Source: an optimization exercise on an open RTL-to-GDS flow (aim: small area). Production flows keep margins and buffers that such runs may drop. RTL that was checked went through simulation tests only; none was proved equivalent to the original. The RTL of run 5 was laid out without a check of its function. No activity file was given, so power comes from the tool's default toggle rates.

## flow/area_synth.tcl

```tcl
proc synth {args} { yosys synth -nofsm -noshare {*}$args }
# The standard flow's synthesis script, with ABC's mapping script replaced by
# abc_area_relaxed.script (the speed script's passes with the delay target
# relaxed, and without ABC's own buffering and upsizing).
proc abc {args} {
  set i [lsearch -exact $args -script]
  if { $i >= 0 } { lset args [expr {$i + 1}] $::env(AREA_ABC_SCRIPT) }
  yosys abc {*}$args
}
source $::env(SCRIPTS_DIR)/synth.tcl
# left out here: clear keep_hierarchy, flatten, clean up, hide names made inside functions, write 1_2_yosys.v
```

## design.v

```verilog
module snake_seg_match (
    input  logic [4:0] sx,
    input  logic [4:0] sy,
    input  logic [4:0] x,
    input  logic [4:0] y,
    output logic       eq
);
    assign eq = (sx == x) && (sy == y);
endmodule
module snake_body_engine #(
    parameter int GRID_W    = 40,
    parameter int GRID_H    = 30,
    parameter int XW        = 6,
    parameter int YW        = 5,
    parameter int MAX_LEN   = 64,
    parameter int INIT_LEN  = 3,
    parameter int WRAP_MODE = 0
) (
    input  logic                         clk,
    input  logic                         reset,
    input  logic                         start,
    input  logic                         tick,
    input  logic                         dir_valid,
    input  logic [1:0]                   dir_req,
    input  logic [XW-1:0]                food_x,
    input  logic [YW-1:0]                food_y,
    input  logic [XW-1:0]                query_x,
    input  logic [YW-1:0]                query_y,
    output logic [XW-1:0]                head_x,
    output logic [YW-1:0]                head_y,
    output logic [$clog2(MAX_LEN+1)-1:0] length,
    output logic                         ate,
    output logic                         game_over,
    output logic [1:0]                   over_cause,
    output logic                         query_hit,
    output logic                         query_head
);
    localparam int LW = $clog2(MAX_LEN + 1);
    localparam logic [1:0] DIR_UP     = 2'b00;
    localparam logic [1:0] DIR_DOWN   = 2'b01;
    localparam logic [1:0] DIR_LEFT   = 2'b10;
    localparam logic [1:0] DIR_RIGHT  = 2'b11;
    localparam logic [1:0] CAUSE_NONE = 2'd0;
    localparam logic [1:0] CAUSE_WALL = 2'd1;
    localparam logic [1:0] CAUSE_SELF = 2'd2;
    localparam logic [1:0] ST_IDLE    = 2'd0;
    localparam logic [1:0] ST_RUN     = 2'd1;
    localparam logic [1:0] ST_OVER    = 2'd2;
    logic [1:0]    state_r;
    logic [XW-1:0] hx_r;
    logic [YW-1:0] hy_r;
    logic [4:0]    s1x_r, s1y_r, s2x_r, s2y_r;
    logic [MAX_LEN-1:3][4:0] tx_r;
    logic [MAX_LEN-1:3][4:0] ty_r;
    logic [MAX_LEN-1:0][4:0] sx_r;
    logic [MAX_LEN-1:0][4:0] sy_r;
    assign sx_r = {tx_r, s2x_r, s1x_r, 5'd0};
    assign sy_r = {ty_r, s2y_r, s1y_r, 5'd0};
    logic [LW-1:0] len_r;
    logic [1:0]    heading_r;
    logic [1:0]    pending_r;
    logic          pending_valid_r;
    logic          ate_r, game_over_r, query_hit_r, query_head_r;
    logic [1:0]    cause_r;
    logic [1:0]    eff_dir_s, ref_dir_s;
    logic [XW-1:0] nx_s;
    logic [YW-1:0] ny_s;
    logic          wall_s, eat_s, self_s, step_s, move_s, restart_s, dir_accept_s;
    logic          q_hit_s, q_head_s;
    assign step_s    = tick && (state_r == ST_RUN);
    assign restart_s = start && (state_r != ST_RUN);
    assign eff_dir_s = pending_valid_r ? pending_r : heading_r;
    assign ref_dir_s = step_s ? eff_dir_s : heading_r;
    assign dir_accept_s = dir_valid && (dir_req != {ref_dir_s[1], ~ref_dir_s[0]});
    assign eat_s     = (nx_s == food_x) && (ny_s == food_y);
    assign move_s    = step_s && !wall_s && !self_s;
    always_comb begin
        nx_s   = hx_r;
        ny_s   = hy_r;
        wall_s = 1'b0;
        case (eff_dir_s)
            DIR_UP: begin
                ny_s   = hy_r - 5'd1;
                wall_s = (hy_r == 5'd0);
            end
            DIR_DOWN: begin
                ny_s   = hy_r + 5'd1;
                wall_s = (hy_r == 5'(GRID_H - 1));
            end
            DIR_LEFT: begin
                nx_s   = hx_r - 6'd1;
                wall_s = (hx_r == 6'd0);
            end
            default: begin
                nx_s   = hx_r + 6'd1;
                wall_s = (hx_r == 6'(GRID_W - 1));
            end
        endcase
    end
    logic [MAX_LEN-1:0] live_s;       
    logic [MAX_LEN-1:0] body_s;       
    logic [MAX_LEN-1:0] tail_s;       
    always_comb begin
        for (int k = 0; k < MAX_LEN; k++) begin
            live_s[k] = (LW'(k) < len_r);
            body_s[k] = (LW'(k + 1) < len_r);
            tail_s[k] = (LW'(k + 1) == len_r);
        end
    end
    logic [MAX_LEN-1:0] ceq_s;
    logic col_body_s, col_tail_s;
    genvar g;
    generate
        for (g = 0; g < MAX_LEN; g++) begin : g_col
            if ((g % 2 == 1) && (g >= 3)) begin : g_odd
                localparam int XB = (g + 1 < 8) ? 2 : (g + 1 < 16) ? 3 : (g + 1 < 32) ? 4 : 5;
                localparam int YB = (g + 1 < 8) ? 2 : (g + 1 < 16) ? 3 : 4;
                assign ceq_s[g] = (sx_r[g][XB-1:0] == nx_s[XB:1]) &&
                                  (sy_r[g][YB:0] == ny_s[YB:0]);
            end else begin : g_even
                assign ceq_s[g] = 1'b0;
            end
        end
    endgenerate
    assign col_body_s = 1'b0;
    assign col_tail_s = 1'b0;
    assign self_s     = |(ceq_s & (body_s | ({MAX_LEN{eat_s}} & tail_s)));
    logic [MAX_LEN-1:0] qeq_s;
    logic q_par_s, q_even_s, q_odd_s;
    generate
        for (g = 1; g < MAX_LEN; g++) begin : g_q
            snake_seg_match u_m (
                .sx(sx_r[g]), .sy(sy_r[g]), .x(query_x[5:1]), .y(query_y), .eq(qeq_s[g])
            );
        end
    endgenerate
    assign qeq_s[0] = 1'b0;
    assign q_par_s  = query_x[0] ^ query_y[0] ^ hx_r[0] ^ hy_r[0];
    always_comb begin
        q_even_s = 1'b0;
        q_odd_s  = 1'b0;
        for (int k = 0; k < MAX_LEN; k++) begin
            if (k % 2 == 0) q_even_s = q_even_s | (qeq_s[k] & live_s[k]);
            else            q_odd_s  = q_odd_s  | (qeq_s[k] & live_s[k]);
        end
    end
    assign q_head_s = (query_x == hx_r) && (query_y == hy_r);
    assign q_hit_s  = q_head_s || (q_par_s ? q_odd_s : q_even_s);
    always_ff @(posedge clk or negedge reset) begin
        if (!reset) begin
            state_r <= ST_IDLE;
        end else begin
            case (state_r)
                ST_IDLE: state_r <= start ? ST_RUN : ST_IDLE;
                ST_RUN:  state_r <= (step_s && (wall_s || self_s)) ? ST_OVER : ST_RUN;
                ST_OVER: state_r <= start ? ST_RUN : ST_OVER;
                default: state_r <= ST_IDLE;
            endcase
        end
    end
    always_ff @(posedge clk or negedge reset) begin
        if (!reset) begin
            hx_r            <= 6'(GRID_W / 2);
            hy_r            <= 5'(GRID_H / 2);
            s1x_r           <= 5'((GRID_W / 2 - 1) >> 1);
            s1y_r           <= 5'(GRID_H / 2);
            s2x_r           <= 5'((GRID_W / 2 - 2) >> 1);
            s2y_r           <= 5'(GRID_H / 2);
            len_r           <= LW'(INIT_LEN);
            heading_r       <= DIR_RIGHT;
            pending_r       <= DIR_RIGHT;
            pending_valid_r <= 1'b0;
            ate_r           <= 1'b0;
            game_over_r     <= 1'b0;
            cause_r         <= CAUSE_NONE;
        end else if (restart_s) begin
            hx_r            <= 6'(GRID_W / 2);
            hy_r            <= 5'(GRID_H / 2);
            s1x_r           <= 5'((GRID_W / 2 - 1) >> 1);
            s1y_r           <= 5'(GRID_H / 2);
            s2x_r           <= 5'((GRID_W / 2 - 2) >> 1);
            s2y_r           <= 5'(GRID_H / 2);
            len_r           <= LW'(INIT_LEN);
            heading_r       <= DIR_RIGHT;
            pending_r       <= DIR_RIGHT;
            pending_valid_r <= 1'b0;
            ate_r           <= 1'b0;
            game_over_r     <= 1'b0;
            cause_r         <= CAUSE_NONE;
        end else begin
            ate_r <= 1'b0;
            if (step_s) begin
                heading_r       <= eff_dir_s;
                pending_valid_r <= 1'b0;
            end
            if (dir_accept_s) begin
                pending_r       <= dir_req;
                pending_valid_r <= 1'b1;
            end
            if (step_s && (wall_s || self_s)) begin
                game_over_r <= 1'b1;
                cause_r     <= wall_s ? CAUSE_WALL : CAUSE_SELF;
            end
            if (move_s) begin
                hx_r    <= nx_s;
                hy_r    <= ny_s;
                s1x_r   <= hx_r[5:1];
                s1y_r   <= hy_r;
                s2x_r   <= s1x_r;
                s2y_r   <= s1y_r;
                ate_r   <= eat_s;
                if (eat_s && (len_r != LW'(MAX_LEN))) begin
                    len_r <= len_r + LW'(1);
                end
            end
        end
    end
    always_ff @(posedge clk) begin
        if (move_s) begin
            for (int k = 3; k < MAX_LEN; k++) begin
                tx_r[k] <= sx_r[k-1];
                ty_r[k] <= sy_r[k-1];
            end
        end
    end
    always_ff @(posedge clk or negedge reset) begin
        if (!reset) begin
            query_hit_r  <= 1'b0;
            query_head_r <= 1'b0;
        end else begin
            query_hit_r  <= q_hit_s;
            query_head_r <= q_head_s;
        end
    end
    assign head_x     = hx_r;
    assign head_y     = hy_r;
    assign length     = len_r;
    assign ate        = ate_r;
    assign game_over  = game_over_r;
    assign over_cause = cause_r;
    assign query_hit  = query_hit_r;
    assign query_head = query_head_r;
endmodule
```

## constraint.sdc

```tcl
create_clock -name core_clock -period 7.0 [get_ports {clk}]
set_input_delay 1.4000 -clock core_clock [delete_from_list [all_inputs] [get_ports {clk}]]
set_output_delay 1.4000 -clock core_clock [all_outputs]
set_load 0.01 [all_outputs]
```

## config.mk

```make
export PLATFORM = sky130hd
export DESIGN_NAME = snake_body_engine
export DESIGN_NICKNAME = snake_body_engine
export VERILOG_FILES = /design/flow/design.v
export SDC_FILE = /design/flow/constraint.sdc
export NUM_CORES = 4
export LEC_CHECK = 0
export CAP_MARGIN = 0
export CORE_MARGIN = 2
export CORE_UTILIZATION = 60.0
export CTS_BUF_LIST = sky130_fd_sc_hd__clkbuf_16
export CTS_CLUSTER_DIAMETER = 80
export CTS_CLUSTER_SIZE = 25
export PLACE_DENSITY = 0.7
export SLEW_MARGIN = 0
```

## standard.sh

```bash
#!/bin/bash
# synth_recipe.tcl (not shown) runs the flow's synth.tcl, then flattens the netlist and writes it again
# the make line also repeats each setting of config.mk as NAME=value (left out here)
make -C /OpenROAD-flow-scripts/flow DESIGN_CONFIG=/design/flow/config.mk WORK_HOME=/design/flow/orfs CLKGATE_MAP_FILE= SYNTH_SCRIPT=/design/flow/synth_recipe.tcl "${@:-finish}"
```

## flow/run.sh

```bash
#!/bin/bash
# The standard layout (standard.sh) with these changes:
#  - synthesis: the standard flow's synthesis script, with an area-oriented ABC mapping
#    script (flow/area_synth.tcl, flow/abc_area_relaxed.script),
#  - port buffers use the smallest buffer cell,
#  - clock tree synthesis adds no dummy loads.
set -euo pipefail
WORK=$(pwd)
export BUFFER_PORTS_ARGS="-buffer_cell sky130_fd_sc_hd__buf_1"
export CTS_ARGS="-sink_clustering_enable -repair_clock_nets -dont_use_dummy_load -buf_list sky130_fd_sc_hd__clkbuf_16 -sink_clustering_size 25 -sink_clustering_max_diameter 80"
export AREA_ABC_SCRIPT="$WORK/flow/abc_area_relaxed.script"
make -C "$FLOW_HOME" DESIGN_CONFIG="$WORK/config.mk" WORK_HOME="$WORK/orfs" CLKGATE_MAP_FILE= \
  SYNTH_SCRIPT="$WORK/flow/area_synth.tcl" synth > synth_flow.log 2>&1
bash standard.sh > standard_flow.log 2>&1
```

## flow/abc_area_relaxed.script

```
&get -n
&st
&dch
&nf -R 1000
&st
&syn2
&if -g -K 6
&synch2
&nf -R 1000
&st
&syn2
&if -g -K 6
&synch2
&nf -R 1000
&st
&syn2
&if -g -K 6
&synch2
&nf -R 1000
&st
&syn2
&if -g -K 6
&synch2
&nf -R 1000
&st
&syn2
&if -g -K 6
&synch2
&nf -R 1000
&put
topo
stime -c
dnsize -c
```

==> results.toml, run 1 <==
[run_status]
status = "complete, no violations"

[min_path]
depth_of_the_worst_hold_timing_path = 0
whs_endpoint = "tx_r[221]"
hold_path_class = "flip-flop to flip-flop"
worst_hold_startpoint = "tx_r[216]"

[sta]
final_critical_path_setup_slack_ps = 489.1
finClkSkew_ps = 51.73
timing_max_transition_violations_final = 0
timing.final.setup_violations = 0
timing.final.hold_violations = 0
worst_slew_pin_slew_ps = 1289
post-route-period-util_pct = 93.01
period_needed_ps = 6511
rsz0062_at_grt = "false"
holdWs_ps = 433.8
clock.fmax_mhz = 153.6
relSlewSlack_pct = 14.08

[floorplan]
die-area_um2 = 56440
ios = 53
floorplan.core_area_um2 = 53920
die-height_um = 237.6
die_width_um = 237.6
rows = 85
initial_utilization_pct = 60.71

[power_and_ir_drop]
power.static_leakage_nw = 10.94
cellPowerDensity_nw_per_um2 = 464.9
max-vdd-ir-drop_v = 0.0006184

[job]
cap_violations = 0

[global_route]
grt_remaining_overflow = 0
vias_in_the_first_global_route = 21368
grt_first_pass_wirelength_um = 148700
track_usage_pct = 36.74
number_of_antenna_violations_at_the_first_check_in_global_routing = 1
grt_start_max_net_pins = 216

[placed_design]
portBuffers = 52
dp.final_hpwl_um = 70380
place_ws_ps = 698.6
place.detailed.instances = 3254
area_of_placed_instances_um2 = 34790
gp_congestion = 0.9869

[clocking]
ctsLongestPathBuffers = 3
clock_sinks = 661
cts_tree = "built"
ctsResizeCount = 0
root_buffer = "clkbuf_16"
cts_buffers = 37
count_of_hold_fix_buffers_inserted_at_cts = 0
worst_skew_pair.late_latency_ps = 600
clk_transition_reported_paths_ps = 90
htree_num_levels = 2
cts.repair_timing.setup_buffer_count = 0

[layout]
seqCellArea_um2 = 19630
finalNetCount = 2638
finish.cell_count_without_fillers = 3292
stdcell_area_um2 = 35720
commonest_non_fill_non_tap_cell_in_the_layout = "edfxtp_1"
layout-drive-gt1-share_pct = 6.975
area_of_the_multi_input_gates_um2 = 13250
final_cell_mix = "edfxtp_1 (610), xnor2_1 (484), xor2_1 (465)"
n_fill_cell = 3942
final_util_pct = 66.25
layout-area-overhead-vs-synth_pct = 9.124

[route]
drt-initial-drc-count = 3084
drtPass1Iterations = 5
post-route-drc-count = 0
final_antenna_net_count = 0
postRouteWirelength_um = 103300
dr_total_vias = 22040
avgViaCountPerCell = 6.695
wire_per_inst_um = 31.39

[logic_synthesis]
share_of_the_yosys_chip_area_belonging_to_registers_pct = 59.95
postSynthNetCount = 2463
synth.lib_cells_used.distinct = 53
synth.ff_latch_count = 661
synth.avg_cell_area_um2 = 13.52
most_common_flop_cell_mapped_by_yosys = "edfxtp_1"
yosysWarnings = 1
synth_enable_flop_cells = 610
netlist_area_um2 = 32730
synthCells = 2422
synthArstFlopShare_pct = 7.716

[critical_path]
worst_endpoint_required_time_ps = 7310
reg2reg_to = "ty_r[2]"
worstReg2RegStart = "pending_valid_r"
endpoint_kind = "flip-flop"
timing.setup.critical_path_class = "flip-flop to flip-flop"
crit_path_max_fanout = 215
worst_ep_arrival_time_ps = 6820
r2r_setup_slack_ps = 490
timing.reg2reg.worst_path_depth = 21
timing.critical_path.from_type = "flip-flop"
-- layout make-up --
cell class                      count  area share, %
Timing Repair Buffer              136          2.736
Tap cell                          696          2.438
Antenna cell                        1       0.007006
Sequential cell                   661          54.94
Clock buffer                       37          2.592
Inverter                           16         0.1821
Multi-Input combinational cell   1745          37.10
-- Yosys cell counts (4+ instances only) --
master	n	area, µm²
a2111oi_0	20	175.2
a211oi_1	13	97.59
a21oi_1	63	315.3
a221oi_1	4	35.03
a22oi_1	4	30.03
a31oi_1	30	187.7
and2_0	10	62.56
and3_1	5	31.28
clkinv_1	16	60.06
dfrtp_1	27	675.7
dfstp_2	24	630.6
edfxtp_1	610	18320
ha_1	10	125.1
mux2i_1	25	250.2
nand2_1	82	307.8
nand2b_1	7	43.79
nand3_1	52	260.3
nand3b_1	4	30.03
nand4_1	110	688.2
nor2_1	63	236.5
nor2b_1	6	37.54
nor3_1	57	285.3
nor4_1	111	694.4
o2111ai_1	12	105.1
o211ai_1	5	37.54
o21ai_0	44	220.2
o22ai_1	12	75.07
o311ai_0	6	52.55
or3_1	4	25.02
xnor2_1	486	4257
xor2_1	465	4073
-- worst max-delay path, stage by stage (launching register included) --
cell,delay (ps)
dfrtp_2,460
mux2_1,520
nand2_2,190
clkinv_1,90
fa_1,380
nor2b_1,150
o21ai_0,90
nand2b_1,110
xnor2_1,140
and2_0,330
xnor2_4,150
buf_4,540
xnor2_1,210
nor4_1,160
a22o_1,230
a211oi_1,230
o21ai_0,170
nor4_1,170
o21ai_1,160
nor3_4,360
buf_12,710
buf_4,330
-- power by group --
part           total, mW  internal [mW]  switching [mW]  leakage [nW]
clock network       2.18          0.947            1.24         0.456
registers           7.09           6.03            1.06          5.90
logic               7.33           2.64            4.69          4.59
total               16.6           9.62            6.99          10.9
-- flip-flops by register name, summed over array words and instances (netlist names) --
signal / cells
ate_r: 1
cause_r: 2
game_over_r: 1
heading_r: 2
hx_r: 6
hy_r: 5
len_r: 7
pending_r: 2
pending_valid_r: 1
query_head_r: 1
query_hit_r: 1
s1x_r: 5
s1y_r: 5
s2x_r: 5
s2y_r: 5
state_r: 2
tx_r: 305
ty_r: 305
-- per-layer routing --
metal / global-route usage, % / vias up / share of wire [%]
li1: - / 9291 / -
met1: 52.06 / 11099 / 40
met2: 57.19 / 1423 / 45
met3: 7.351 / 225 / 11
met4: 12.48 / 2 / 3.8
met5: 0 / - / 0.012
-- through the flow --
stage          power (mW)  TNS [ps]
3_5_place_dp        14.28         0
4_1_cts             16.43         0
3_3_place_gp        14.13         0
6_report            16.61         0
2_1_floorplan       10.94  -8720740
5_1_grt             17.21         0
-- worst max-delay path by stage --
stage                          end       startpoint  cells after the start  slack (ps)
after floorplan           len_r[3]  pending_valid_r                     22      -15450
after global placement     ty_r[3]  pending_valid_r                     21         780
after detailed placement   ty_r[1]  pending_valid_r                     20         700
after CTS                  ty_r[1]  pending_valid_r                     21         700
after global routing       ty_r[2]  pending_valid_r                     18         250
final                      ty_r[2]  pending_valid_r                     21         490
-- cell families (layout without fill, tap and decap cells) --
logic type               after synthesis  count (layout)  share of synthesized area, %
AO/OA/AOI/OAI                        233             233                         4.575
XOR/XNOR                             951             951                         25.45
adder cells (fa/ha/maj)               12              12                        0.5046
buffers and inverters                 16             189                        0.1835
flip-flops                           661             661                         59.95
multiplexers                          27              27                        0.8333
other                                  0               1                             0
AND/OR/NAND/NOR                      522             522                         8.509
==> inputs of run 2 (changes only) <==
==> flow/abc_area_relaxed.script (replaced) <==
&get -n
&st
&dch
&nf -a -R 1000 -p -F 8 -A 4
&st
&syn2
&if -g -K 6
&synch2
&nf -a -R 1000 -p -F 8 -A 4
&st
&syn2
&if -g -K 6
&synch2
&nf -a -R 1000 -p -F 8 -A 4
&st
&syn2
&if -g -K 6
&synch2
&nf -a -R 1000 -p -F 8 -A 4
&st
&syn2
&if -g -K 6
&synch2
&nf -a -R 1000 -p -F 8 -A 4
&st
&syn2
&if -g -K 6
&synch2
&nf -a -R 1000 -p -F 8 -A 4
&put
topo
stime -c
dnsize -c
==> run 2 against run 1 <==
Against the previous run: first-iteration DRC count down 11%; final cell count down 0.49%; largest cell class unchanged; clock skew up 7.6 ps; critical path type unchanged; still clean; fmax down 2.0%; via count down 0.91%; setup slack worse by 140 ps; sequential power up 1%; hold slack worse by 22 ps.
==> results.toml, run 2 <==
[run_status]
status = "complete, no violations"

[critical_path]
timing.critical_path.from_type = "flip-flop"
timing.reg2reg.worst_path_depth = 20
max_stage_delay_ps = 730
worst_endpoint_required_time_ps = 7240
crit_path_max_fanout = 81
r2r_setup_slack_ps = 350
crit_chain = "mux2_1, nor2_4, ha_1, a21o_1, a21oi_1, o21ai_0, xnor2_1, nand2_1, nor2_1, a221oi_4, buf_4, xnor2_1, nor3_1, a2111oi_0, o211ai_1, nor4_1, o21ai_1, nor3_4, buf_12, buf_12"
worst_ep_arrival_time_ps = 6880
timing.critical_path.slowest_stage_cell = "a221oi_4"
worstReg2RegStart = "pending_valid_r"
timing.setup.critical_path_class = "flip-flop to flip-flop"
reg2reg_to = "ty_r[214]"
endpoint_kind = "flip-flop"

[logic_synthesis]
synthDominantCellAreaShare_pct = 56.03
share_of_the_yosys_chip_area_belonging_to_registers_pct = 60.03
synthCells = 2407
synth_most_common_cell = "edfxtp_1"
synth.ff_latch_count = 661
synth.lib_cells_used.distinct = 48
top_cell_type_by_total_area_after_synthesis = "edfxtp_1"
netlist_area_um2 = 32690
yosysWarnings = 1
postSynthNetCount = 2448
synthArstFlopShare_pct = 7.716
synth.avg_cell_area_um2 = 13.58
post_synth_most_frequent_cells = "edfxtp_1 (610), xnor2_1 (488), xor2_1 (464)"
synth_area_leaders = "edfxtp_1 (56%), xnor2_1 (13%), xor2_1 (12%), nor4_1 (2.2%), nand4_1 (2.2%)"
synth_enable_flop_cells = 610
most_common_flop_cell_mapped_by_yosys = "edfxtp_1"

[min_path]
hold_path_class = "flip-flop to flip-flop"
worst_hold_startpoint = "ty_r[19]"
depth_of_the_worst_hold_timing_path = 0
whs_endpoint = "ty_r[24]"

[route]
wire_per_inst_um = 32.14
drt-initial-drc-count = 2747
postRouteWirelength_um = 105300
post-route-drc-count = 0
drtPass1Iterations = 6
avgViaCountPerCell = 6.666
final_antenna_net_count = 0
dr_total_vias = 21839

[layout]
commonest_non_fill_non_tap_cell_in_the_layout = "edfxtp_1"
final_cell_mix = "edfxtp_1 (610), xnor2_1 (486), xor2_1 (464)"
antenna_cells_inserted = 0
layout-drive-gt1-share_pct = 6.899
layout-area-overhead-vs-synth_pct = 9.270
finalNetCount = 2623
biggestRegsByFlops = "tx_r: 305 flops, ty_r: 305 flops, len_r: 7 flops"
final_util_pct = 66.38

[clocking]
root_buffer = "clkbuf_16"
htree_num_levels = 2
clock_sinks = 661
cts.repair_timing.setup_buffer_count = 0
cts_buffers = 34
ctsLongestPathBuffers = 3
ctsResizeCount = 0
clk_transition_reported_paths_ps = 90
count_of_hold_fix_buffers_inserted_at_cts = 0
worst_skew_pair.late_latency_ps = 590
cts_tree = "built"

[floorplan]
die-height_um = 237.4
die-area_um2 = 56370
ios = 53
rows = 85
initial_utilization_pct = 60.75
die_width_um = 237.4
floorplan.core_area_um2 = 53810

[power_and_ir_drop]
clock_power_share_pct = 12.2
cell_internal_power_mw = 9.808
design_power_total_mw = 17.13
sequentialPowerShare_pct = 41.9
cellPowerDensity_nw_per_um2 = 479.6
share_comb_of_total_power_pct = 46.0
net-switching-power_mw = 7.325
power.switching_fraction_pct = 42.75
power.static_leakage_nw = 10.89
max-vdd-ir-drop_v = 0.0005375

[sta]
rsz0062_at_grt = "false"
holdWs_ps = 411.8
timing_max_transition_violations_final = 0
clock.fmax_mhz = 150.4
relSlewSlack_pct = 16.78
timing.final.hold_violations = 0
worst_slew_pin_slew_ps = 1229
finClkSkew_ps = 59.32
period_needed_ps = 6647
post-route-period-util_pct = 94.96
timing.final.setup_violations = 0

[global_route]
grt_remaining_overflow = 0
grt_first_pass_wirelength_um = 151800
track_usage_pct = 37.60
grt_start_max_net_pins = 104
number_of_antenna_violations_at_the_first_check_in_global_routing = 1
vias_in_the_first_global_route = 21669

[job]
cap_violations = 0

[placed_design]
gp_congestion = 0.9795
portBuffers = 52
dp.final_hpwl_um = 71970
[run 2: changes by cell type after synthesis, moves of 6 or more]
cell       change
nor2_1        -13
a2111oi_0      +9
nand3_1        +6
a21oi_1       +13
a31oi_1        -7
nand2_1       -14
nor3_1        -12
[run 2: cell type report]
| class | count | area (µm²) |
|---|---|---|
| Timing Repair Buffer | 139 | 1100 |
| Inverter | 21 | 78.83 |
| Clock buffer | 34 | 850.8 |
| Fill cell | 3941 | 18090 |
| Tap cell | 696 | 870.8 |
| Multi-Input combinational cell | 1725 | 13200 |
| Sequential cell | 661 | 19630 |
[run 2: metrics by stage]
step	std cells	worst slack (ps)	setup TNS [ps]	area [µm²]
6_report	3276	353.0	0	35720
3_5_place_dp	3242	445.6	0	34870
5_1_grt	3276	37.63	0	35720
2_1_floorplan	2407	-15630	-8834350	32880
3_3_place_gp	3242	508.6	0	34870
4_1_cts	3276	428.6	0	35720
[run 2: how the worst max path moves through the flow]
stage | slack [ps] | endpoint | startpoint
2_1_floorplan | -15630 | len_r[3] | pending_valid_r
3_3_place_gp | 510 | tx_r[205] | pending_valid_r
3_5_place_dp | 450 | tx_r[213] | pending_valid_r
4_1_cts | 430 | ty_r[214] | pending_valid_r
5_1_grt | 40 | ty_r[242] | pending_valid_r
6_report | 350 | ty_r[214] | pending_valid_r
[run 2: metal layers]
| layer | vias to the layer above | share of wire, % | routed length [µm] | track usage, % |
|---|---|---|---|---|
| met2 | 1237 | 46 | 48850 | 59.90 |
| met4 | 0 | 5.8 | 6120 | 18.75 |
| met3 | 292 | 9.7 | 10190 | 6.515 |
| met1 | 11077 | 38 | 40120 | 50.28 |
| li1 | 9233 | - | - | - |
| met5 | - | 0 | 0 | 0 |
[run 2: kinds of logic (layout without fill, tap and decap cells)]
logic type	Yosys count	in the layout	share of synthesized area, %
adders and majority gates	12	12	0.5052
AOI/OAI and AO/OA	237	237	4.608
muxes	28	28	0.8650
xor gates and xnor gates	952	952	25.51
and+or+nand+nor	496	496	8.248
buffers and inverters	21	194	0.2411
DFF	661	661	60.03
[run 2: worst max-delay path: cells and delay by family (launching register included)]
| kind | cells | cell delay (ps) |
|---|---|---|
| muxes | 1 | 530 |
| adders and majority gates | 1 | 330 |
| AOI/OAI and AO/OA | 7 | 2050 |
| DFF | 1 | 470 |
| buffers and inverters | 3 | 1180 |
| and+or+nand+nor | 6 | 1350 |
| xor gates and xnor gates | 2 | 280 |
[run 2: power groups by stage]
stage | Combinational (mW) | Clock [mW] | Sequential [mW]
after floorplan | 4.48 | 0 | 6.60
after global placement | 7.56 | 0 | 7.20
after detailed placement | 7.72 | 0 | 7.23
after CTS | 7.75 | 2.10 | 7.15
after global routing | 8.29 | 2.22 | 7.27
final | 7.87 | 2.09 | 7.17
==> inputs of run 3 (changes only) <==
==> flow/abc_area_relaxed.script (replaced) <==
&get -n
&st
&dch
&nf
&st
&syn2
&if -g -K 6
&synch2
&nf
&st
&syn2
&if -g -K 6
&synch2
&nf
&st
&syn2
&if -g -K 6
&synch2
&nf
&st
&syn2
&if -g -K 6
&synch2
&nf
&st
&syn2
&if -g -K 6
&synch2
&nf
&put
topo
stime -c
dnsize -c
==> run 3 against run 2 <==
Against the previous run: sequential share of layout area decreased by 0.51 points; synthesized cell count increased by 2.4%; wire length rose by 1.6%; die area increased by 1.1%; sequential cell count unchanged.
==> results.toml, run 3 <==
[run_status]
status = "complete, no violations"

[power_and_ir_drop]
max-vdd-ir-drop_v = 0.0002912
power.static_leakage_nw = 10.98
power.switching_fraction_pct = 43.19
cell_internal_power_mw = 9.731
share_comb_of_total_power_pct = 45.7
cellPowerDensity_nw_per_um2 = 475.1
clock_power_share_pct = 12.6
sequentialPowerShare_pct = 41.8
net-switching-power_mw = 7.399

[logic_synthesis]
postSynthNetCount = 2506
synthArstFlopShare_pct = 7.716
synth_most_common_cell = "edfxtp_1"
top_cell_type_by_total_area_after_synthesis = "edfxtp_1"
post_synth_most_frequent_cells = "edfxtp_1 (610), xnor2_1 (529), xor2_1 (417)"
netlist_area_um2 = 33070
synth.lib_cells_used.distinct = 58
synth_area_leaders = "edfxtp_1 (55%), xnor2_1 (14%), xor2_1 (11%), nand4_1 (2.3%), nor4_1 (2.1%)"
synthDominantCellAreaShare_pct = 55.39
synth_enable_flop_cells = 610
share_of_the_yosys_chip_area_belonging_to_registers_pct = 59.34
synth.avg_cell_area_um2 = 13.42
synthCells = 2465
yosysWarnings = 1
synth.ff_latch_count = 661
most_common_flop_cell_mapped_by_yosys = "edfxtp_1"

[critical_path]
cp_num_buf_inv = 3
worst_endpoint_required_time_ps = 7250
crit_path_max_fanout = 58
worst_ep_arrival_time_ps = 6930
timing.setup.critical_path_class = "flip-flop to flip-flop"
worst_path_dominant_cell_family = "compound AO/OA/AOI/OAI gates"
timing.critical_path.slowest_stage_cell = "a211oi_2"
endpoint_kind = "flip-flop"
max_stage_delay_ps = 1030
timing.critical_path.from_type = "flip-flop"
crit_chain = "mux2_1, nor2_4, ha_1, or2_0, a21o_1, a22oi_2, buf_4, nor2_1, a211oi_2, and2_4, a21oi_1, o41ai_1, or4_4, nor2_4, buf_12, buf_4"

[global_route]
grt_start_max_net_pins = 117
grt_first_pass_wirelength_um = 154600
grt_remaining_overflow = 0
vias_in_the_first_global_route = 22165
number_of_antenna_violations_at_the_first_check_in_global_routing = 1
track_usage_pct = 37.86

[sta]
worst_slew_pin_slew_ps = 1253
timing.final.hold_violations = 0
finClkSkew_ps = 47.55
timing_max_transition_violations_final = 0
relSlewSlack_pct = 14.28
rsz0062_at_grt = "false"
clock.fmax_mhz = 149.7
period_needed_ps = 6678
post-route-period-util_pct = 95.41
timing.final.setup_violations = 0
holdWs_ps = 423.7

[clocking]
ctsLongestPathBuffers = 3
worst_skew_pair.late_latency_ps = 600
ctsResizeCount = 0
count_of_hold_fix_buffers_inserted_at_cts = 0
root_buffer = "clkbuf_16"
clk_transition_reported_paths_ps = 100
htree_num_levels = 2
cts_tree = "built"
cts_buffers = 36
clock_sinks = 661
cts.repair_timing.setup_buffer_count = 0

[layout]
layout-area-overhead-vs-synth_pct = 9.035
biggestRegsByFlops = "tx_r: 305 flops, ty_r: 305 flops, len_r: 7 flops"
layout-drive-gt1-share_pct = 6.692
finalNetCount = 2673
final_util_pct = 65.84
finish.cell_count_without_fillers = 3334
antenna_cells_inserted = 0
commonest_non_fill_non_tap_cell_in_the_layout = "edfxtp_1"
final_cell_mix = "edfxtp_1 (610), xnor2_1 (527), xor2_1 (417)"

[floorplan]
ios = 53
rows = 86
initial_utilization_pct = 60.38
floorplan.core_area_um2 = 54770
die-area_um2 = 57010
die-height_um = 238.8
die_width_um = 238.8

[route]
drtPass1Iterations = 5
post-route-drc-count = 0
drt-initial-drc-count = 3107
final_antenna_net_count = 0
wire_per_inst_um = 32.09
dr_total_vias = 22506
avgViaCountPerCell = 6.750
postRouteWirelength_um = 107000

[placed_design]
place.detailed.instances = 3298
portBuffers = 52
gp_congestion = 1.034
dp.final_hpwl_um = 74800

[job]
cap_violations = 0

[min_path]
hold_path_class = "flip-flop to flip-flop"
## run 3: final cells by class
type / count / area [µm²]
fill: 4058 / 18710
clock buffer: 36 / 900.9
tap: 704 / 880.8
inverter: 16 / 60.06
timing repair buffer: 129 / 1025
sequential: 661 / 19630
multi-input combinational: 1788 / 13570
## run 3: metrics by stage
stage	cell area [µm²]	TNS, ps	setup WS [ps]	total power, mW
floorplan	33210	-5097600	-8499	12.25
global placement	35160	0	704.1	14.58
detailed placement	35160	0	572.7	14.76
CTS	36060	0	506.1	16.91
global route	36060	0	136.0	17.76
finish	36060	0	321.5	17.13
## run 3: path summary, 6_finish.rpt
| check | depth (start not counted) | startpoint | slack (ps) | end |
|---|---|---|---|---|
| setup / recovery | 16 | pending_valid_r | 320 | tx_r[86] |
| setup reg to reg | 16 | pending_valid_r | 320 | tx_r[86] |
| hold / removal | 0 | tx_r[96] | 420 | tx_r[101] |
| hold reg to reg | 0 | tx_r[96] | 420 | tx_r[101] |
| min in group asynchronous | 2 | reset | 950 | s2x_r[4] |
| max in group asynchronous | 2 | reset | 5550 | pending_valid_r |
## run 3: cell families (layout without fill, tap and decap cells)
group	after synthesis	after routing	synth area share (%)
XOR/XNOR	946	946	25.05
adder cells (fa/ha/maj)	12	12	0.4994
AO/OA/AOI/OAI	274	274	5.482
flip-flops	661	661	59.34
multiplexers	23	23	0.7150
buffers and inverters	16	181	0.1816
AND/OR/NAND/NOR	533	533	8.732
## run 3: layer usage
layer | up-vias | wire [µm] | global-route usage [%]
met5 | - | 12 | 0
li1 | 9513 | - | -
met2 | 1279 | 49670 | 60.06
met4 | 2 | 4727 | 15.15
met3 | 255 | 10490 | 7.367
met1 | 11457 | 42090 | 51.70
## run 3: worst register-to-register path: cells and delay by family, from the launching register on
family,cells,cell delay (ps)
buffers and inverters,3,1020
AND/OR/NAND/NOR,6,1670
adder cells (fa/ha/maj),1,350
AO/OA/AOI/OAI,5,2340
flip-flops,1,480
multiplexers,1,460
## run 3: power groups by stage
stage / combinational (mW) / clock [mW] / sequential (mW)
6_report: 7.82 / 2.15 / 7.16
5_1_grt: 8.22 / 2.29 / 7.25
4_1_cts: 7.61 / 2.17 / 7.13
3_5_place_dp: 7.56 / 0 / 7.21
3_3_place_gp: 7.41 / 0 / 7.17
2_1_floorplan: 4.96 / 0 / 7.29
==> inputs of run 4 (changes only) <==
==> flow/abc_area_relaxed.script (replaced) <==
&get -n
&st
&dch
&nf -R 1000
&st
&syn2
&if -g -K 6
&synch2
&nf -R 1000
&st
&syn2
&if -g -K 6
&synch2
&nf -R 1000
&st
&syn2
&if -g -K 6
&synch2
&nf -R 1000
&st
&syn2
&if -g -K 6
&synch2
&nf -R 1000
&st
&syn2
&if -g -K 6
&synch2
&nf -R 1000
&put
topo
stime -c
dnsize -c
--- a/config.mk
+++ b/config.mk
@@ -8,8 +8,8 @@
 export CAP_MARGIN = 0
 export CORE_MARGIN = 2
-export CORE_UTILIZATION = 60.0
+export CORE_UTILIZATION = 70
 export CTS_BUF_LIST = sky130_fd_sc_hd__clkbuf_16
 export CTS_CLUSTER_DIAMETER = 80
 export CTS_CLUSTER_SIZE = 25
-export PLACE_DENSITY = 0.7
+export PLACE_DENSITY = 0.8
 export SLEW_MARGIN = 0
==> run 4 against run 3 <==
Against the previous run: non-clock buffer count is 9 higher; still clean on timing, DRC and antenna; final cell count is 3.8% lower; global-route usage is 5.1 points higher.
==> results.toml, run 4 <==
[route]
final_antenna_net_count = 0
routed_length_on_met1_um = 36350
avgViaCountPerCell = 7.015
detailroute.wirelength.met3_um = 14690
postRouteWirelength_um = 102700
wl_met2_um = 45230
drtPass1Iterations = 8
dr_total_vias = 22498
top_signal_layer_used = "met5"
wire_per_inst_um = 32.02
drt-initial-drc-count = 3398
post-route-drc-count = 0

[power_and_ir_drop]
power.switching_fraction_pct = 42.06
cell_internal_power_mw = 9.531
share_comb_of_total_power_pct = 43.8
power.static_leakage_nw = 10.93
net-switching-power_mw = 6.917
sequentialPowerShare_pct = 43.3
clock_power_share_pct = 12.9
max-vdd-ir-drop_v = 0.0005170
cellPowerDensity_nw_per_um2 = 462.2

[critical_path]
crit_chain = "mux2_1, nor2_4, ha_1, a21o_1, a21oi_1, o21ai_0, xnor2_1, nand2_1, nor2_1, a221oi_4, xnor2_1, nor4_1, a22o_1, a211oi_1, o21ai_0, nor4_1, o21ai_1, nor3_4, buf_12, buf_4"
timing.setup.critical_path_class = "flip-flop to flip-flop"
worst_ep_arrival_time_ps = 6830
cp_num_buf_inv = 2
crit_path_max_fanout = 139
max_stage_delay_ps = 900
worst_endpoint_required_time_ps = 7240
endpoint_kind = "flip-flop"
worst_path_dominant_cell_family = "compound AO/OA/AOI/OAI gates"
worstReg2RegStart = "pending_valid_r"
timing.critical_path.from_type = "flip-flop"
timing.critical_path.slowest_stage_cell = "a221oi_4"
crit_start = "pending_valid_r"

[placed_design]
portBuffers = 52
gp_congestion = 1.008
place_ws_ps = 606.7
area_of_placed_instances_um2 = 34680
place.detailed.instances = 3167
dp.final_hpwl_um = 70220

[sta]
worst_slew_pin_slew_ps = 1374
clock.fmax_mhz = 151.8
timing.final.setup_violations = 0
timing_max_transition_violations_final = 0
finClkSkew_ps = 60.66
rsz0062_at_grt = "false"
timing.final.hold_violations = 0
relSlewSlack_pct = 7.588
period_needed_ps = 6588
holdWs_ps = 444.1
final_critical_path_setup_slack_ps = 412.2
post-route-period-util_pct = 94.11

[logic_synthesis]
synth_most_common_cell = "edfxtp_1"
synth_area_leaders = "edfxtp_1 (56%), xnor2_1 (13%), xor2_1 (12%), nor4_1 (2.1%), nand4_1 (2.1%)"
netlist_area_um2 = 32730
synth.lib_cells_used.distinct = 53
synth.ff_latch_count = 661
yosysWarnings = 1
post_synth_most_frequent_cells = "edfxtp_1 (610), xnor2_1 (486), xor2_1 (465)"
synth.avg_cell_area_um2 = 13.52
share_of_the_yosys_chip_area_belonging_to_registers_pct = 59.95
synthArstFlopShare_pct = 7.716
most_common_flop_cell_mapped_by_yosys = "edfxtp_1"
synthDominantCellAreaShare_pct = 55.96
postSynthNetCount = 2463
top_cell_type_by_total_area_after_synthesis = "edfxtp_1"
synthCells = 2422
synth_enable_flop_cells = 610

[global_route]
vias_in_the_first_global_route = 22065
grt_first_pass_wirelength_um = 148200
grt_start_max_net_pins = 140
grt_remaining_overflow = 0
track_usage_pct = 42.95
number_of_antenna_violations_at_the_first_check_in_global_routing = 3

[clocking]
ctsLongestPathBuffers = 3
cts_tree = "built"
clock_sinks = 661
root_buffer = "clkbuf_16"
htree_num_levels = 2
cts.repair_timing.setup_buffer_count = 0
cts_buffers = 36
worst_skew_pair.late_latency_ps = 600
count_of_hold_fix_buffers_inserted_at_cts = 0
clk_transition_reported_paths_ps = 100
ctsResizeCount = 0

[layout]
layout-area-overhead-vs-synth_pct = 8.715
final_util_pct = 76.76
final_cell_mix = "edfxtp_1 (610), xnor2_1 (484), xor2_1 (465)"
finalNetCount = 2639
biggestRegsByFlops = "tx_r: 305 flops, ty_r: 305 flops, len_r: 7 flops"
stdcell_area_um2 = 35590
layout-drive-gt1-share_pct = 6.934
finish.cell_count_without_fillers = 3207
commonest_non_fill_non_tap_cell_in_the_layout = "edfxtp_1"

[floorplan]
floorplan.core_area_um2 = 46360
die-height_um = 220.2
rows = 79
die-area_um2 = 48510
initial_utilization_pct = 70.61
die_width_um = 220.2
ios = 53

[min_path]
hold_path_class = "flip-flop to flip-flop"
worst_hold_startpoint = "tx_r[208]"

[job]
cap_violations = 0

[run_status]
status = "complete, no violations"
run 4: cell types whose count changed after synthesis, sizes merged, moves of 4 or more:
| cell | change |
|---|---|
| nand3 | -9 |
| xor2 | +48 |
| o2111ai | +5 |
| nand2 | +12 |
| a31o | -5 |
| o311ai | -4 |
| mux2i | +7 |
| xnor2 | -43 |
| a21o | -10 |
| nor3 | +8 |
| and3 | -4 |
| nand4 | -10 |
| o21ai | -13 |
run 4: worst paths after layout:
check | to | slack (ps) | depth (start not counted)
worst max-delay path | ty_r[17] | 410 | 20
worst min-delay path | tx_r[213] | 440 | 0
worst max register to register | ty_r[17] | 410 | 20
worst min register to register | tx_r[213] | 440 | 0
max in group asynchronous | len_r[2] | 5500 | 2
min in group asynchronous | hx_r[3] | 950 | 2
run 4: metal layers:
metal | global-route usage, % | vias to the layer above
met5 | 0 | -
met1 | 56.33 | 10999
met3 | 13.72 | 432
li1 | - | 9291
met2 | 64.73 | 1772
met4 | 22.08 | 4
run 4: cell families (layout without fill, tap and decap cells):
| family | count (synthesis) | after routing | synth area share [%] |
|---|---|---|---|
| AOI/OAI and AO/OA | 233 | 233 | 4.575 |
| xor gates and xnor gates | 951 | 951 | 25.45 |
| adders and majority gates | 12 | 12 | 0.5046 |
| buffers and inverters | 16 | 190 | 0.1835 |
| DFF | 661 | 661 | 59.95 |
| muxes | 27 | 27 | 0.8333 |
| other | 0 | 4 | 0 |
| and+or+nand+nor | 522 | 522 | 8.509 |
run 4: power by group through the flow:
stage               combinational, mW  clock (mW)  sequential, mW
floorplan                        4.35           0            6.59
global placement                 6.72           0            7.10
detailed placement               6.90           0            7.14
CTS                              6.94        2.12            7.08
global route                     7.51        2.24            7.20
finish                           7.20        2.13            7.12
run 4: final cells by class:
class                           instances  area (µm²)
Antenna cell                            4       10.01
Clock buffer                           36       900.9
Fill cell                            2856       10770
Inverter                               16       65.06
Multi-Input combinational cell       1745       13250
Sequential cell                       661       19630
Tap cell                              607       759.5
Timing Repair Buffer                  138       979.7
run 4: metrics by stage:
step,TNS (ps),total power [mW]
after global routing,0,16.95
after floorplan,-8720740,10.94
after detailed placement,0,14.04
after global placement,0,13.83
after CTS,0,16.14
final,0,16.45
==> inputs of run 5 (changes only) <==
--- a/design.v
+++ b/design.v
@@ -59,6 +59,5 @@
     logic [LW-1:0] len_r;
     logic [1:0]    heading_r;
-    logic [1:0]    pending_r;
-    logic          pending_valid_r;
+    logic [1:0]    eff_dir_r;
     logic          ate_r, game_over_r, query_hit_r, query_head_r;
     logic [1:0]    cause_r;
@@ -70,5 +69,5 @@
     assign step_s    = tick && (state_r == ST_RUN);
     assign restart_s = start && (state_r != ST_RUN);
-    assign eff_dir_s = pending_valid_r ? pending_r : heading_r;
+    assign eff_dir_s = eff_dir_r;
     assign ref_dir_s = step_s ? eff_dir_s : heading_r;
     assign dir_accept_s = dir_valid && (dir_req != {ref_dir_s[1], ~ref_dir_s[0]});
@@ -169,6 +168,5 @@
             len_r           <= LW'(INIT_LEN);
             heading_r       <= DIR_RIGHT;
-            pending_r       <= DIR_RIGHT;
-            pending_valid_r <= 1'b0;
+            eff_dir_r       <= DIR_RIGHT;
             ate_r           <= 1'b0;
             game_over_r     <= 1'b0;
@@ -183,6 +181,5 @@
             len_r           <= LW'(INIT_LEN);
             heading_r       <= DIR_RIGHT;
-            pending_r       <= DIR_RIGHT;
-            pending_valid_r <= 1'b0;
+            eff_dir_r       <= DIR_RIGHT;
             ate_r           <= 1'b0;
             game_over_r     <= 1'b0;
@@ -192,9 +189,7 @@
             if (step_s) begin
                 heading_r       <= eff_dir_s;
-                pending_valid_r <= 1'b0;
             end
             if (dir_accept_s) begin
-                pending_r       <= dir_req;
-                pending_valid_r <= 1'b1;
+                eff_dir_r       <= dir_req;
             end
             if (step_s && (wall_s || self_s)) begin
--- a/config.mk
+++ b/config.mk
@@ -8,8 +8,8 @@
 export CAP_MARGIN = 0
 export CORE_MARGIN = 2
-export CORE_UTILIZATION = 70
+export CORE_UTILIZATION = 60.0
 export CTS_BUF_LIST = sky130_fd_sc_hd__clkbuf_16
 export CTS_CLUSTER_DIAMETER = 80
 export CTS_CLUSTER_SIZE = 25
-export PLACE_DENSITY = 0.8
+export PLACE_DENSITY = 0.7
 export SLEW_MARGIN = 0
==> run 5 against run 4 <==
Against the previous run: critical endpoint is now s1x_r[4]; utilization fell by 10 points; still clean on timing, DRC and antenna; synthesized area up 0.62%; first-iteration DRC count fell by 11%; non-clock buffer count fell by 4; wire length increased by 0.88%; register-to-register slack worse by 170 ps; fmax down 2.5%; sequential power fell by 9.0%.
==> results.toml, run 5 <==
[global_route]
busiest_layer = "met2"
track_usage_pct = 36.58
grt_first_pass_wirelength_um = 148200
globalRouteMet3Util_pct = 6.999
grt_start_max_net_pins = 203
number_of_antenna_violations_at_the_first_check_in_global_routing = 6
grt_remaining_overflow = 0
global_route.usage.met2_pct = 56.99
grt.met1_usage_pct = 50.03
vias_in_the_first_global_route = 21404

[logic_synthesis]
synthCells = 2438
synth.avg_cell_area_um2 = 13.51
synth_area_leaders = "edfxtp_1 (56%), xnor2_1 (13%), xor2_1 (13%), nand4_1 (2.1%), nor4_1 (2.1%)"
synthDominantCellAreaShare_pct = 55.61
synth.lib_cells_used.distinct = 47
synthArstFlopShare_pct = 7.576
post_synth_most_frequent_cells = "edfxtp_1 (610), xnor2_1 (506), xor2_1 (480)"
share_of_the_yosys_chip_area_belonging_to_registers_pct = 59.50
synth_most_common_cell = "edfxtp_1"
yosysWarnings = 1
top_cell_type_by_total_area_after_synthesis = "edfxtp_1"
synth.ff_latch_count = 660
netlist_area_um2 = 32940
most_common_flop_cell_mapped_by_yosys = "edfxtp_1"
synth_enable_flop_cells = 610
postSynthNetCount = 2479

[route]
avgViaCountPerCell = 6.693
post-route-drc-count = 0
wire_per_inst_um = 31.33
final_antenna_net_count = 0
drtPass1Iterations = 6
postRouteWirelength_um = 103600
dr_total_vias = 22133
drt-initial-drc-count = 3021

[floorplan]
initial_utilization_pct = 60.97
floorplan.core_area_um2 = 54030
die-area_um2 = 56790
ios = 53
die_width_um = 238.3
rows = 85
die-height_um = 238.3

[sta]
relSlewSlack_pct = 19.70
period_needed_ps = 6754
worst_slew_pin_slew_ps = 1196
clock.fmax_mhz = 148.1
timing_max_transition_violations_final = 0
timing.final.setup_violations = 0
rsz0062_at_grt = "false"
timing.final.hold_violations = 0
finClkSkew_ps = 49.43
post-route-period-util_pct = 96.48

[placed_design]
dp.final_hpwl_um = 71930
portBuffers = 52
area_of_placed_instances_um2 = 34930
gp_congestion = 0.9975

[critical_path]
timing.critical_path.from_type = "flip-flop"
timing.critical_path.slowest_stage_cell = "dfstp_4"
endpoint_kind = "flip-flop"
max_stage_delay_ps = 750
crit_chain = "clkinv_8, nor2_4, ha_1, a21o_1, a21oi_1, nor3_1, a41oi_1, o21ai_0, xor2_4, buf_4, xor2_1, nor4_1, nand4_1, o21ai_0, nor4_1, nand4_1, or4_4, nor2_4, buf_12, mux2i_1, nor2_1"
crit_path_max_fanout = 198
worst_ep_arrival_time_ps = 7190
timing.setup.critical_path_class = "flip-flop to flip-flop"
worst_endpoint_required_time_ps = 7440

[power_and_ir_drop]
power.static_leakage_nw = 11.27
max-vdd-ir-drop_v = 0.0006421
cellPowerDensity_nw_per_um2 = 441.6
design_power_total_mw = 15.86

[clocking]
count_of_hold_fix_buffers_inserted_at_cts = 0
cts_buffers = 37
ctsLongestPathBuffers = 3
clock_sinks = 660
clk_transition_reported_paths_ps = 90
worst_skew_pair.late_latency_ps = 600
htree_num_levels = 2
root_buffer = "clkbuf_16"
cts_tree = "built"

[min_path]
hold_path_class = "flip-flop to flip-flop"

[layout]
final_cell_mix = "edfxtp_1 (610), xnor2_1 (505), xor2_1 (479)"
layout-area-overhead-vs-synth_pct = 9.048
finalNetCount = 2652
commonest_non_fill_non_tap_cell_in_the_layout = "edfxtp_1"
seqCellArea_um2 = 19600
n_fill_cell = 3987
final_util_pct = 66.48
biggestRegsByFlops = "tx_r: 305 flops, ty_r: 305 flops, len_r: 7 flops"
area_of_the_multi_input_gates_um2 = 13450
layout-drive-gt1-share_pct = 6.593
stdcell_area_um2 = 35920

[run_status]
status = "complete, no violations"

[job]
cap_violations = 0
[run 5: cell types whose count changed in the layout (fill, tap and decap cells not counted), moves of 7 or more]
cell,delta
a211oi_1,-10
a21oi_1,-16
buf_4,-8
nor3_1,+9
o31ai_1,+7
xnor2_1,+21
xor2_1,+14
[run 5: report_power, final]
part	internal, mW	switching (mW)	total [mW]
Combinational	2.72	4.49	7.20
Sequential	5.61	0.870	6.48
Clock	0.947	1.23	2.18
[run 5: final timing paths]
check | endpoint | cells past startpoint | startpoint | slack, ps
max | s1x_r[4] | 21 | eff_dir_r[1] | 250
min | ty_r[224] | 0 | ty_r[219] | 440
max reg2reg | s1x_r[4] | 21 | eff_dir_r[1] | 250
min reg2reg | ty_r[224] | 0 | ty_r[219] | 440
max in group asynchronous | len_r[5] | 2 | reset | 5540
min in group asynchronous | s2x_r[2] | 2 | reset | 930
[run 5: area by class of cell]
cell class | instances | area share (%)
repair buffers | 134 | 2.783
multi-input cells | 1764 | 37.44
flip-flops and latches | 660 | 54.58
well taps | 696 | 2.424
diodes | 2 | 0.01393
inverters | 14 | 0.1811
clock buffers | 37 | 2.578
[run 5: what timing repair did]
action | in CTS | in global routing
resized for setup | 0 | 1
buffers inserted | 0 | 4
endpoints found under the setup margin | 0 | 124
[run 5: worst max-delay path: cells and delay by family (launching register included)]
| kind | cells | cell delay, ps |
|---|---|---|
| adder cells (fa/ha/maj) | 1 | 280 |
| AND/OR/NAND/NOR | 9 | 2050 |
| XOR/XNOR | 2 | 870 |
| flip-flops | 1 | 750 |
| AO/OA/AOI/OAI | 5 | 930 |
| multiplexers | 1 | 280 |
| buffers and inverters | 3 | 1130 |
[run 5: per-stage QoR]
step	std cells	worst slack, ps	hold slack, ps	TNS [ps]
floorplan	2438	-8125	433.3	-5128090
global placement	3264	415.5	450.2	0
detailed placement	3264	408.8	454.0	0
CTS	3301	437.2	432.1	0
global route	3307	13.81	425.7	0
finish	3307	246.5	437.0	0
[run 5: kinds of logic (layout without fill, tap and decap cells)]
group	Yosys count	count (layout)	share of synthesized area, %
multiplexers	31	31	0.9421
flip-flops	660	660	59.50
other	0	2	0
AND/OR/NAND/NOR	520	520	8.368
XOR/XNOR	986	986	26.22
buffers and inverters	14	185	0.1595
AO/OA/AOI/OAI	214	214	4.277
adder cells (fa/ha/maj)	13	13	0.5318
[run 5: routing by layer]
metal	vias up	routed length [µm]
met1	11226	40900
li1	9330	-
met4	4	5667
met5	-	26
met3	275	10160
met2	1298	46830
==> inputs of run 6 (changes only) <==
--- a/design.v
+++ b/design.v
@@ -59,5 +59,6 @@
     logic [LW-1:0] len_r;
     logic [1:0]    heading_r;
-    logic [1:0]    eff_dir_r;
+    logic [1:0]    pending_r;
+    logic          pending_valid_r;
     logic          ate_r, game_over_r, query_hit_r, query_head_r;
     logic [1:0]    cause_r;
@@ -69,5 +70,5 @@
     assign step_s    = tick && (state_r == ST_RUN);
     assign restart_s = start && (state_r != ST_RUN);
-    assign eff_dir_s = eff_dir_r;
+    assign eff_dir_s = pending_valid_r ? pending_r : heading_r;
     assign ref_dir_s = step_s ? eff_dir_s : heading_r;
     assign dir_accept_s = dir_valid && (dir_req != {ref_dir_s[1], ~ref_dir_s[0]});
@@ -168,5 +169,6 @@
             len_r           <= LW'(INIT_LEN);
             heading_r       <= DIR_RIGHT;
-            eff_dir_r       <= DIR_RIGHT;
+            pending_r       <= DIR_RIGHT;
+            pending_valid_r <= 1'b0;
             ate_r           <= 1'b0;
             game_over_r     <= 1'b0;
@@ -181,5 +183,6 @@
             len_r           <= LW'(INIT_LEN);
             heading_r       <= DIR_RIGHT;
-            eff_dir_r       <= DIR_RIGHT;
+            pending_r       <= DIR_RIGHT;
+            pending_valid_r <= 1'b0;
             ate_r           <= 1'b0;
             game_over_r     <= 1'b0;
@@ -189,7 +192,9 @@
             if (step_s) begin
                 heading_r       <= eff_dir_s;
+                pending_valid_r <= 1'b0;
             end
             if (dir_accept_s) begin
-                eff_dir_r       <= dir_req;
+                pending_r       <= dir_req;
+                pending_valid_r <= 1'b1;
             end
             if (step_s && (wall_s || self_s)) begin
==> flow/run.sh (replaced) <==
#!/bin/bash
# The standard layout (standard.sh) with these changes:
#  - synthesis: the standard flow's synthesis script, with an area-oriented ABC mapping
#    script (flow/area_synth.tcl, flow/abc_area_relaxed.script),
#  - port buffers use the smallest buffer cell,
#  - clock tree synthesis adds no dummy loads, and uses smaller buffers
#    above the leaf level.
set -euo pipefail
WORK=$(pwd)
export BUFFER_PORTS_ARGS="-buffer_cell sky130_fd_sc_hd__buf_1"
export CTS_ARGS="-sink_clustering_enable -repair_clock_nets -dont_use_dummy_load -buf_list sky130_fd_sc_hd__clkbuf_16 -root_buf sky130_fd_sc_hd__clkbuf_8 -tree_buf sky130_fd_sc_hd__clkbuf_4 -sink_clustering_size 25 -sink_clustering_max_diameter 150"
export AREA_ABC_SCRIPT="$WORK/flow/abc_area_relaxed.script"
make -C "$FLOW_HOME" DESIGN_CONFIG="$WORK/config.mk" WORK_HOME="$WORK/orfs" CLKGATE_MAP_FILE= \
  SYNTH_SCRIPT="$WORK/flow/area_synth.tcl" synth > synth_flow.log 2>&1
bash standard.sh > standard_flow.log 2>&1
==> flow/abc_area_relaxed.script (replaced) <==
&get -n
&st
&dch
&nf -R 1000
&put
topo
stime -c
dnsize -c
--- a/config.mk
+++ b/config.mk
@@ -10,5 +10,5 @@
 export CORE_UTILIZATION = 60.0
 export CTS_BUF_LIST = sky130_fd_sc_hd__clkbuf_16
-export CTS_CLUSTER_DIAMETER = 80
+export CTS_CLUSTER_DIAMETER = 150
 export CTS_CLUSTER_SIZE = 25
 export PLACE_DENSITY = 0.7
==> run 6 against run 5 <==
Against the previous run: still clean; global-route usage grew 1.4 points; clock-buffer cell count shrank 7; setup slack gained 64 ps; synthesized area shrank 3.2%; register-to-register slack gained 60 ps; utilization shrank 0.28 points; sequential share of layout area grew 1.8 points; sequential cell count grew 1; clock power shrank 12%; first-iteration DRC count grew 13%; wire length grew 1.4%; final cell count shrank 2.3%.
==> results.toml, run 6 <==
[route]
postRouteWirelength_um = 105000
dr_total_vias = 22654
post-route-drc-count = 0
wire_per_inst_um = 32.50
final_antenna_net_count = 0
avgViaCountPerCell = 7.009
drtPass1Iterations = 7
drt-initial-drc-count = 3427

[critical_path]
timing.reg2reg.worst_path_depth = 21
worst_endpoint_required_time_ps = 7390
crit_path_max_fanout = 209
timing.critical_path.from_type = "flip-flop"
timing.setup.critical_path_class = "flip-flop to flip-flop"
r2r_setup_slack_ps = 310
worstReg2RegStart = "pending_valid_r"
worst_ep_arrival_time_ps = 7080
reg2reg_to = "ty_r[221]"
endpoint_kind = "flip-flop"

[clocking]
root_buffer = "clkbuf_8"
cts_tree = "built"
worst_skew_pair.late_latency_ps = 790
cts_buffers = 30
htree_num_levels = 1
clk_transition_reported_paths_ps = 110
clock_sinks = 661
ctsLongestPathBuffers = 3

[layout]
finish.cell_count_without_fillers = 3232
layout-area-overhead-vs-synth_pct = 9.130
finalNetCount = 2584
n_fill_cell = 3858
commonest_non_fill_non_tap_cell_in_the_layout = "edfxtp_1"
final_cell_mix = "edfxtp_1 (610), xor2_1 (364), xnor2_1 (315)"
layout-drive-gt1-share_pct = 7.005
biggestRegsByFlops = "tx_r: 305 flops, ty_r: 305 flops, len_r: 7 flops"

[sta]
post-route-period-util_pct = 95.57
clock.fmax_mhz = 149.5
rsz0062_at_grt = "false"
final_critical_path_setup_slack_ps = 310.2
timing_max_transition_violations_final = 0
period_needed_ps = 6690
timing.final.hold_violations = 0
finClkSkew_ps = 49.26
worst_slew_pin_slew_ps = 1200
relSlewSlack_pct = 19.26
tns_ps = 0
timing.final.setup_violations = 0

[placed_design]
place.detailed.instances = 3197
dp.final_hpwl_um = 71670
gp_congestion = 1.044
place_ws_ps = 67.18
portBuffers = 52

[run_status]
status = "complete, no violations"

[floorplan]
initial_utilization_pct = 60.66
rows = 84
die-height_um = 234.5
die-area_um2 = 54990
die_width_um = 234.5
ios = 53
floorplan.core_area_um2 = 52550

[logic_synthesis]
synthArstFlopShare_pct = 7.716
share_of_the_yosys_chip_area_belonging_to_registers_pct = 61.56
synth.avg_cell_area_um2 = 13.44
post_synth_most_frequent_cells = "edfxtp_1 (610), xor2_1 (365), xnor2_1 (318)"
synthDominantCellAreaShare_pct = 57.46
synth_area_leaders = "edfxtp_1 (57%), xor2_1 (10%), xnor2_1 (8.7%), dfrtp_1 (2.1%), dfstp_2 (2.0%)"
synthCells = 2372
synth_fa_ha_area_share_pct = 0.5181
netlist_area_um2 = 31880
synth_enable_flop_cells = 610
synth.lib_cells_used.distinct = 54
synthSimpleGateAreaFrac_pct = 7.548
synth_most_common_cell = "edfxtp_1"
yosysWarnings = 1
most_common_flop_cell_mapped_by_yosys = "edfxtp_1"
largest_family_of_logic_cells_by_synthesized_area = "XOR/XNOR gates"
synth-compound-area-share_pct = 10.45
synth.mux.area_fraction_pct = 0.5142
postSynthNetCount = 2413
top_cell_type_by_total_area_after_synthesis = "edfxtp_1"
synth_xor_xnor_area_share_pct = 18.77
synth.ff_latch_count = 661

[power_and_ir_drop]
power.static_leakage_nw = 10.60
max-vdd-ir-drop_v = 0.001152
cellPowerDensity_nw_per_um2 = 515.6

[min_path]
hold_path_class = "flip-flop to flip-flop"
depth_of_the_worst_hold_timing_path = 0
worst_hold_startpoint = "tx_r[4]"
whs_endpoint = "tx_r[9]"

[global_route]
number_of_antenna_violations_at_the_first_check_in_global_routing = 5
grt_first_pass_wirelength_um = 149800
grt_start_max_net_pins = 210
vias_in_the_first_global_route = 21795
track_usage_pct = 38.01
grt_remaining_overflow = 0

[job]
cap_violations = 0
==> run 6: power breakdown <==
part	internal [mW]	switching, mW	leakage [nW]
registers	6.43	1.38	5.92
logic	2.97	5.24	4.33
clock network	0.719	1.20	0.354
==> run 6: through the flow <==
stage | area (µm²) | total power, mW | hold WS (ps) | util (%)
2_1_floorplan | 32070 | 12.20 | 429.8 | -
3_3_place_gp | 34000 | 15.58 | 442.8 | 64.70
3_5_place_dp | 34000 | 15.82 | 451.4 | 64.70
4_1_cts | 34720 | 17.70 | 434.1 | 66.06
5_1_grt | 34780 | 18.64 | 443.4 | 66.19
6_report | 34790 | 17.94 | 436.8 | 66.20
==> run 6: what timing repair did <==
item / CTS / global route
buffers inserted: 0 / 1
setup endpoints to repair: 0 / 76
resized for setup: 0 / 7
hold buffers: 0 / 0
==> run 6: worst max-delay path by stage <==
| stage | from | to | slack [ps] | cells after the start |
|---|---|---|---|---|
| final | pending_valid_r | ty_r[221] | 310 | 21 |
| after floorplan | pending_valid_r | hx_r[5] | -12300 | 21 |
| after detailed placement | pending_valid_r | ty_r[148] | 70 | 22 |
| after global placement | pending_valid_r | ty_r[152] | 160 | 22 |
| after global routing | pending_valid_r | ty_r[225] | 50 | 21 |
| after CTS | pending_valid_r | ty_r[150] | 9 | 22 |
==> run 6: cell families (layout without fill, tap and decap cells) <==
| logic type | after synthesis | in the layout |
|---|---|---|
| xor gates and xnor gates | 683 | 683 |
| DFF | 661 | 661 |
| AOI/OAI and AO/OA | 480 | 480 |
| and+or+nand+nor | 466 | 466 |
| buffers and inverters | 55 | 224 |
| muxes | 15 | 15 |
| adders and majority gates | 12 | 12 |
| other | 0 | 3 |
==> run 6: final cells by class <==
type	instances	area (µm²)	area share, %
diodes	3	7.507	0.02158
clock buffers	30	716.9	2.061
inverters	55	206.4	0.5934
well taps	688	860.8	2.474
repair buffers	139	1081	3.107
multi-input cells	1656	12290	35.33
flip-flops and latches	661	19620	56.41
==> run 6: worst max-delay path, stage by stage (launching register included) <==
cell,delay (ps)
dfrtp_1,460
mux2i_1,270
clkinv_1,170
nand2_2,160
clkinv_1,100
fa_1,400
o21ai_0,260
a21oi_1,80
a21oi_1,360
xnor2_4,280
xor2_1,230
nand4_1,170
nor4_4,120
a21oi_1,170
a211oi_1,90
or3_1,380
nor4_1,330
o211ai_1,150
nor4_1,470
clkinv_1,310
nor2_4,380
buf_16,610
==> run 6: per-layer routing <==
layer	vias up	GRT usage (%)	wire (µm)
li1	9503	-	-
met1	11151	50.12	38440
met2	1644	59.59	47650
met3	354	9.920	13010
met4	2	17.02	5914
met5	-	0	13
==> inputs of run 7 (changes only) <==
==> flow/abc_area_relaxed.script (replaced) <==
&get -n
&st
&dc2
&dch
&nf -R 1000 -a -A 4 -C 32 -F 8
&put
topo
stime -c
dnsize -c
==> run 7 against run 6 <==
Against the previous run: global-route usage rose by 0.27 points; sequential cell count did not move; register-to-register slack better by 160 ps; cell area shrank 1.8%; synthesized cell count decreased by 2.4%; still clean; critical endpoint is now ty_r[249]; sequential power shrank about 10%; combinational power shrank 19%; fmax grew 2.4%; via count grew 5.0%; clock skew decreased by 7.7 ps.
==> results.toml, run 7 <==
[logic_synthesis]
synth_most_common_cell = "edfxtp_1"
share_of_the_yosys_chip_area_belonging_to_registers_pct = 62.37
synthDominantCellAreaShare_pct = 58.22
synth.lib_cells_used.distinct = 61
top_cell_type_by_total_area_after_synthesis = "edfxtp_1"
most_common_flop_cell_mapped_by_yosys = "edfxtp_1"
post_synth_most_frequent_cells = "edfxtp_1 (610), xor2_1 (291), xnor2_1 (214)"
synth.avg_cell_area_um2 = 13.60
yosysWarnings = 1
synth.mux.area_fraction_pct = 0.1909
synth_xor_xnor_area_share_pct = 14.06
netlist_area_um2 = 31460
postSynthNetCount = 2355
synthSimpleGateAreaFrac_pct = 6.204

[layout]
finish.cell_count_without_fillers = 3156
final_cell_mix = "edfxtp_1 (610), xor2_1 (291), xnor2_1 (211)"
n_fill_cell = 3699
commonest_non_fill_non_tap_cell_in_the_layout = "edfxtp_1"
final_util_pct = 66.18
finalNetCount = 2516

[global_route]
track_usage_pct = 38.28

[placed_design]
dp.final_hpwl_um = 68910

[sta]
post-route-period-util_pct = 93.35
clock.fmax_mhz = 153.0
relSlewSlack_pct = 8.850
rsz0062_at_grt = "false"
period_needed_ps = 6535
worst_slew_pin_slew_ps = 1363
timing.final.setup_violations = 0
final_critical_path_setup_slack_ps = 465.4

[critical_path]
timing.reg2reg.worst_path_depth = 21
timing.setup.critical_path_class = "flip-flop to flip-flop"
max_stage_delay_ps = 510

[clocking]
cts_buffers = 30
root_buffer = "clkbuf_8"
clock_sinks = 661
htree_num_levels = 1
worst_skew_pair.late_latency_ps = 780

[power_and_ir_drop]
cellPowerDensity_nw_per_um2 = 455.6
share_comb_of_total_power_pct = 42.9
net-switching-power_mw = 6.730
clock_power_share_pct = 12.2

[min_path]
hold_path_class = "flip-flop to flip-flop"
depth_of_the_worst_hold_timing_path = 0

[route]
avgViaCountPerCell = 7.536
wire_per_inst_um = 32.97

[run_status]
status = "complete, no violations"

[floorplan]
die-height_um = 233.0
rows = 83
run 7: path summary, 6_finish.rpt:
kind | end | slack, ps | from
worst max-delay path | ty_r[249] | 470 | pending_valid_r
max in group asynchronous | cause_r[0] | 5770 | reset
worst max register to register | ty_r[249] | 470 | pending_valid_r
worst min-delay path | tx_r[182] | 430 | tx_r[177]
worst min register to register | tx_r[182] | 430 | tx_r[177]
min in group asynchronous | hx_r[1] | 760 | reset
run 7: critical path: cells and delay by family, from the launching register on:
family	cells	cell delay, ps
compound gates	6	1420
mux	1	470
fa+ha+maj	1	260
xor+xnor	1	200
simple gates	9	2260
buf+inv	3	1020
flops	1	470
run 7: final cells by class:
cell class	instances	area [µm²]	share of cell area (%)
Inverter	82	307.8	0.9011
Antenna cell	3	7.507	0.02198
Tap cell	680	850.8	2.491
Sequential cell	661	19620	57.45
Timing Repair Buffer	129	905.9	2.652
Multi-Input combinational cell	1571	11750	34.38
Clock buffer	30	716.9	2.099
run 7: logic make-up after synthesis:
kind of cell             after synthesis
adder cells (fa/ha/maj)               12
buffers and inverters                 82
multiplexers                           6
flip-flops                           661
AND/OR/NAND/NOR                      375
AO/OA/AOI/OAI                        673
XOR/XNOR                             505
run 7: stage by stage:
stage          hold WS (ps)  area (µm²)
2_1_floorplan         432.7       31630
3_3_place_gp          440.9       33420
3_5_place_dp          441.2       33420
4_1_cts               438.7       34140
5_1_grt               431.9       34150
6_report              434.2       34160
run 7: power by group through the flow:
stage          clock (mW)  sequential, mW  combinational, mW
2_1_floorplan           0            6.83               4.10
3_3_place_gp            0            6.98               6.28
3_5_place_dp            0            7.01               6.44
4_1_cts              1.91            6.95               6.47
5_1_grt              2.03            7.09               6.98
6_report             1.91            6.99               6.67
run 7: timing repair:
item	4_1_cts	5_1_grt
setup endpoints to repair	0	189
setup buffers	0	1
resized for setup	0	2
hold buffers	0	0
run 7: layer usage:
metal / vias up / track usage [%] / wire [µm]
met5: - / 0 / 37
li1: 9708 / - / -
met3: 375 / 8.554 / 14510
met2: 1994 / 57.29 / 45730
met1: 11700 / 53.45 / 38100
met4: 6 / 18.15 / 5676

Check on run 7: ideal ports give 0.465 ns setup slack; a clkbuf_16 on the clock port and buf_2 on the inputs give 0.465 ns; moving port delays by the midpoint clock arrival (0.828 ns) as well gives 0.465 ns.
